This is an optimization exercise on Yosys and OpenROAD, whose aim is small area, a short achievable clock period and few clock cycles per item, not a production implementation. Where RTL was checked, it was by simulation tests only, not by an equivalence proof against the original. Power figures rest on the tool's default switching activity, not on a simulated workload.

==> flow/design.v <==
`timescale 1ns / 1ps
module audio_peak_level_meter (
  input  logic        clk,
  input  logic        rst,
  input  logic        cfg_write,
  input  logic [1:0]  cfg_index,
  input  logic [5:0]  cfg_data,
  input  logic        in_valid,
  output logic        in_stall,
  input  logic [7:0]  data_byte,
  input  logic        buffer_end,
  output logic        out_valid,
  input  logic        out_stall,
  output logic [17:0] level_q16,
  output logic [31:0] peak_value
);
  logic        s8, s16, s32;
  logic        k_sgn, k_uns, k_flt, k_oth;
  logic [2:0]  chl;
  logic        cap;
  logic [1:0]  bpos;
  logic [2:0]  cpos;
  logic [23:0] sh;
  logic [31:0] mag;
  logic        p_sd;    
  logic        p_fd;    
  logic        p_be;    
  logic [31:0] run;
  logic [31:0] bpk;
  logic        bz;
  logic [17:0] lvl;     
  logic        lp;      
  logic        cv_fmt;  
  logic        cv_sh;   
  logic [4:0]  cnt;
  logic        stall;   
  logic        accept;
  logic        track;
  logic        fl;
  logic        sample_done;
  logic        frame_done;
  logic        go_be;
  logic        p_sd_n, p_fd_n, p_be_n;
  logic        cv_fmt_n, cv_sh_n, lp_n, out_valid_n;
  logic [31:0] mag_in;
  logic [31:0] run_upd;
  logic [31:0] peak;
  logic [17:0] level;
  always_ff @(posedge clk) begin
    if (rst) begin
      s8    <= 1'b0;
      s16   <= 1'b1;
      s32   <= 1'b0;
      k_sgn <= 1'b1;
      k_uns <= 1'b0;
      k_flt <= 1'b0;
      k_oth <= 1'b0;
      chl   <= 3'd1;
      cap   <= 1'b0;
    end else if (cfg_write) begin
      case (cfg_index)
        2'd0: begin
          s8  <= (cfg_data == 6'd8);
          s16 <= (cfg_data == 6'd16);
          s32 <= (cfg_data == 6'd32);
        end
        2'd1: begin
          k_sgn <= (cfg_data[1:0] == 2'd0);
          k_uns <= (cfg_data[1:0] == 2'd1);
          k_flt <= (cfg_data[1:0] == 2'd2);
          k_oth <= (cfg_data[1:0] == 2'd3);
        end
        2'd2: chl <= (cfg_data[3:0] == 4'd0) ? 3'd0 :
                     cfg_data[3] ? 3'd7 : 3'(cfg_data[2:0] - 3'd1);
        default: cap <= cfg_data[0];
      endcase
    end
  end
  assign in_stall = stall;
  assign accept   = in_valid && !stall;
  assign track    = cap && (s8 || s16 || s32);
  assign fl       = k_flt && s32;
  assign sample_done = s8 || (s16 && bpos[0]) || (bpos == 2'd3);
  assign frame_done  = (cpos == chl);
  always_ff @(posedge clk) begin
    if (accept) begin
      case (bpos)
        2'd0: sh[7:0]   <= data_byte;
        2'd1: sh[15:8]  <= data_byte;
        default: sh[23:16] <= data_byte;
      endcase
    end
  end
  function automatic logic [7:0] below(input logic [7:0] x, input logic c);
    logic [7:0] r;
    r[0] = c;
    for (int i = 1; i < 8; i++) r[i] = r[i - 1] | x[i - 1];
    below = r;
  endfunction
  logic        sgn;
  logic [8:0]  m8;
  logic [16:0] m16;
  logic [31:0] m32;
  logic [31:0] mf;
  always_comb begin
    sgn = k_sgn && data_byte[7];
    m8  = {sgn && data_byte[6:0] == 7'd0,
           data_byte ^ ({8{sgn}} & below(data_byte, 1'b0))};
    m16 = {sgn && data_byte[6:0] == 7'd0 && sh[7:0] == 8'd0,
           data_byte ^ ({8{sgn}} & below(data_byte, |sh[7:0])),
           sh[7:0] ^ ({8{sgn}} & below(sh[7:0], 1'b0))};
    m32 = {data_byte ^ ({8{sgn}} & below(data_byte, |sh[23:0])),
           sh[23:16] ^ ({8{sgn}} & below(sh[23:16], |sh[15:0])),
           sh[15:8] ^ ({8{sgn}} & below(sh[15:8], |sh[7:0])),
           sh[7:0] ^ ({8{sgn}} & below(sh[7:0], 1'b0))};
    mf  = ({data_byte[6:0], sh[23]} == 8'hff && sh[22:0] != 23'd0) ?
          32'd0 : {1'b0, data_byte[6:0], sh};
    mag_in = ({32{s8 && !k_flt && !k_oth}}  & {23'd0, m8}) |
             ({32{s16 && !k_flt && !k_oth}} & {15'd0, m16}) |
             ({32{s32 && !k_flt && !k_oth}} & m32) |
             ({32{fl}} & mf);
  end
  always_ff @(posedge clk) begin
    if (accept && sample_done) mag <= mag_in;
  end
  always_ff @(posedge clk) begin
    if (rst) begin
      bpos <= 2'd0;
      cpos <= 3'd0;
    end else if (accept) begin
      if (buffer_end || !(s8 || s16 || s32)) begin
        bpos <= 2'd0;
        cpos <= 3'd0;
      end else if (sample_done) begin
        bpos <= 2'd0;
        cpos <= frame_done ? 3'd0 : cpos + 3'd1;
      end else begin
        bpos <= bpos + 2'd1;
      end
    end
  end
  always_comb begin
    p_sd_n = stall ? p_sd : (accept && track && sample_done);
    p_fd_n = stall ? p_fd : (accept && track && sample_done && frame_done);
    p_be_n = stall ? p_be : (accept && buffer_end);
    go_be       = !stall && p_be;
    cv_fmt_n    = go_be && fl && track;
    cv_sh_n     = cv_fmt || (cv_sh && cnt != 5'd0);
    lp_n        = (go_be && !(fl && track)) || (cv_sh && cnt == 5'd0);
    out_valid_n = lp || (out_valid && out_stall);
  end
  always_ff @(posedge clk) begin
    if (rst) begin
      p_sd      <= 1'b0;
      p_fd      <= 1'b0;
      p_be      <= 1'b0;
      cv_fmt    <= 1'b0;
      cv_sh     <= 1'b0;
      lp        <= 1'b0;
      out_valid <= 1'b0;
      stall     <= 1'b0;
    end else begin
      p_sd      <= p_sd_n;
      p_fd      <= p_fd_n;
      p_be      <= p_be_n;
      cv_fmt    <= cv_fmt_n;
      cv_sh     <= cv_sh_n;
      lp        <= lp_n;
      out_valid <= out_valid_n;
      stall     <= (cv_fmt_n || cv_sh_n || lp_n || out_valid_n) && (p_fd_n || p_be_n);
    end
  end
  always_comb begin
    run_upd = (mag > run) ? mag : run;
    peak    = p_fd ? run_upd : (bz ? 32'd0 : bpk);
  end
  always_ff @(posedge clk) begin
    if (rst) begin
      run <= 32'd0;
      bz  <= 1'b1;
      lvl <= 18'd0;
    end else begin
      if (!stall) begin
        if (p_be) begin
          run <= 32'd0;
          bz  <= 1'b1;
        end else begin
          if (p_sd) run <= run_upd;
          if (p_fd) bz <= 1'b0;
        end
      end
      if (lp && track) lvl <= level;
    end
  end
  always_ff @(posedge clk) begin
    if (cv_fmt) begin
      bpk <= bpk[30] ? 32'hffff_ffff :
             (bpk[29:28] == 2'b11) ? {1'b1, bpk[22:0], 8'd0} : 32'd0;
      cnt <= (!bpk[30] && bpk[29:28] == 2'b11) ? ~bpk[27:23] : 5'd0;
    end else if (cv_sh) begin
      if (cnt != 5'd0) begin
        bpk <= {1'b0, bpk[31:1]};
        cnt <= cnt - 5'd1;
      end
    end else if (!stall) begin
      if (p_be) bpk <= peak;
      else if (p_fd) bpk <= run_upd;
    end
  end
  logic        c7, c8, c15, c16, c31, c32;
  logic        lz;     
  logic        lsat;
  logic [15:0] lq;
  always_comb begin
    c7  = s8  && !k_uns;
    c8  = s8  && k_uns;
    c15 = s16 && !k_uns;
    c16 = s16 && k_uns;
    c31 = s32 && !k_uns;
    c32 = s32 && k_uns;
    lz = (c7 & (&bpk[6:0])) | (c8 & (&bpk[7:0])) | (c15 & (&bpk[14:0])) |
         (c16 & (&bpk[15:0])) | (c31 & (&bpk[30:0])) | (c32 & (&bpk[31:0]));
    lsat = (c7 & bpk[8]) | (c15 & bpk[16]) | (c31 & bpk[31] & bpk[0]);
    lq = ({16{c7}}  & {bpk[6:0], bpk[6:0], bpk[6:5]}) |
         ({16{c8}}  & {bpk[7:0], bpk[7:0]}) |
         ({16{c15}} & {bpk[14:0], bpk[14]}) |
         ({16{c16}} & bpk[15:0]) |
         ({16{c31}} & bpk[30:15]) |
         ({16{c32}} & bpk[31:16]);
    level = {lsat, ~lsat & (lz | (c31 & bpk[31])), {16{~lsat & ~lz}} & lq};
  end
  assign level_q16  = lvl;
  assign peak_value = bpk;
endmodule
export LEC_CHECK = 0
export CAP_MARGIN = 20
export CORE_MARGIN = 2
export CORE_UTILIZATION = 40
export CTS_BUF_LIST = sky130_fd_sc_hd__clkbuf_8
export CTS_CLUSTER_SIZE = 30
export SETUP_SLACK_MARGIN = 5
export SLEW_MARGIN = 20
create_clock -name core_clock -period 9.0 [get_ports {clk}]
standard.sh (not shown) runs the stock make flow with config.mk's settings and CLKGATE_MAP_FILE= SYNTH_SCRIPT=/design/flow/synth_recipe.tcl, a recipe that flattens the netlist after the stock synthesis.
==> flow/flow/run.sh <==
#!/bin/bash
# Standard layout, with the port buffers made of the smallest buffer cell.
cp standard.sh standard_sh.txt
export BUFFER_PORTS_ARGS="-buffer_cell sky130_fd_sc_hd__buf_1"
bash standard.sh finish SETUP_SLACK_MARGIN=6 > standard.log 2>&1
Testbench counts at the start, summed over its fixed seeds: cycles 44,753, bytes 43,768.
Then changed:
--- a/flow/design.v
+++ b/flow/design.v
@@ -32,12 +32,13 @@
   logic        lp;      
   logic        cv_fmt;  
   logic        cv_sh;   
   logic [4:0]  cnt;
   logic        stall;   
   logic        accept;
+  logic        mono;
   logic        track;
   logic        fl;
   logic        sample_done;
   logic        frame_done;
   logic        go_be;
   logic        p_sd_n, p_fd_n, p_be_n;
@@ -77,12 +78,13 @@
     end
   end
   assign in_stall = stall;
   assign accept   = in_valid && !stall;
   assign track    = cap && (s8 || s16 || s32);
   assign fl       = k_flt && s32;
+  assign mono     = (chl == 3'd0);
   assign sample_done = s8 || (s16 && bpos[0]) || (bpos == 2'd3);
   assign frame_done  = (cpos == chl);
   always_ff @(posedge clk) begin
     if (accept) begin
       case (bpos)
         2'd0: sh[7:0]   <= data_byte;
@@ -164,18 +166,19 @@
       p_fd      <= p_fd_n;
       p_be      <= p_be_n;
       cv_fmt    <= cv_fmt_n;
       cv_sh     <= cv_sh_n;
       lp        <= lp_n;
       out_valid <= out_valid_n;
-      stall     <= (cv_fmt_n || cv_sh_n || lp_n || out_valid_n) && (p_fd_n || p_be_n);
-    end
-  end
-  always_comb begin
-    run_upd = (mag > run) ? mag : run;
-    peak    = p_fd ? run_upd : (bz ? 32'd0 : bpk);
+      stall     <= (cv_fmt_n || cv_sh_n || lp_n || out_valid_n) &&
+                   ((p_fd_n && !mono) || p_be_n);
+    end
+  end
+  always_comb begin
+    run_upd = (p_sd && mag > run) ? mag : run;
+    peak    = (p_fd || mono) ? run_upd : (bz ? 32'd0 : bpk);
   end
   always_ff @(posedge clk) begin
     if (rst) begin
       run <= 32'd0;
       bz  <= 1'b1;
       lvl <= 18'd0;
@@ -201,13 +204,13 @@
       if (cnt != 5'd0) begin
         bpk <= {1'b0, bpk[31:1]};
         cnt <= cnt - 5'd1;
       end
     end else if (!stall) begin
       if (p_be) bpk <= peak;
-      else if (p_fd) bpk <= run_upd;
+      else if (p_fd && !mono) bpk <= run_upd;
     end
   end
   logic        c7, c8, c15, c16, c31, c32;
   logic        lz;     
   logic        lsat;
   logic [15:0] lq;
Result: The new run completed without violations; flip-flop and latch count does not change; wire length went up by 4.9%; worst setup slack improved by 0.022 ns; cell count does not change; maximum frequency went up by about 0.7%; total power went down by about 7%; design area went up by about 4%.
Function not checked in the second run of this note: the RTL went through the layout flow alone.

==> afterwards: timing with drivers on the ports <==
How much do the figures lean on ideal ports? The routed layouts below were timed once more, with nothing changed but the port constraints. Step 1 (the two cells are an assumption about what drives the block):
set clk [get_ports {clk}]
set_driving_cell -lib_cell sky130_fd_sc_hd__clkbuf_16 $clk
set_driving_cell -lib_cell sky130_fd_sc_hd__buf_2 [delete_from_list [all_inputs] $clk]
Step 2 moves the port delays by t, midway between the first and last clock arrival at a register: inputs arrive t later, outputs are due t later. That takes back most of the time a late clock gives input paths. Slacks: no drivers / after step 1 / after step 2; pairs: no drivers / after step 1.
| run | shift t [ns] | setup slack, ns | latest minus earliest clock arrival (ns) |
|---|---|---|---|
| the first run | 0.498 | 5.857 / 5.877 / 5.379 | 0.031 / 0.032 |
| the second run | 0.512 | 5.879 / 5.879 / 5.405 | 0.019 / 0.019 |
After both steps every run listed still meets setup and hold. For the first run, which loses most, drivers alone change the setup slack by +0.020 ns; drivers and shift together by -0.478 ns.
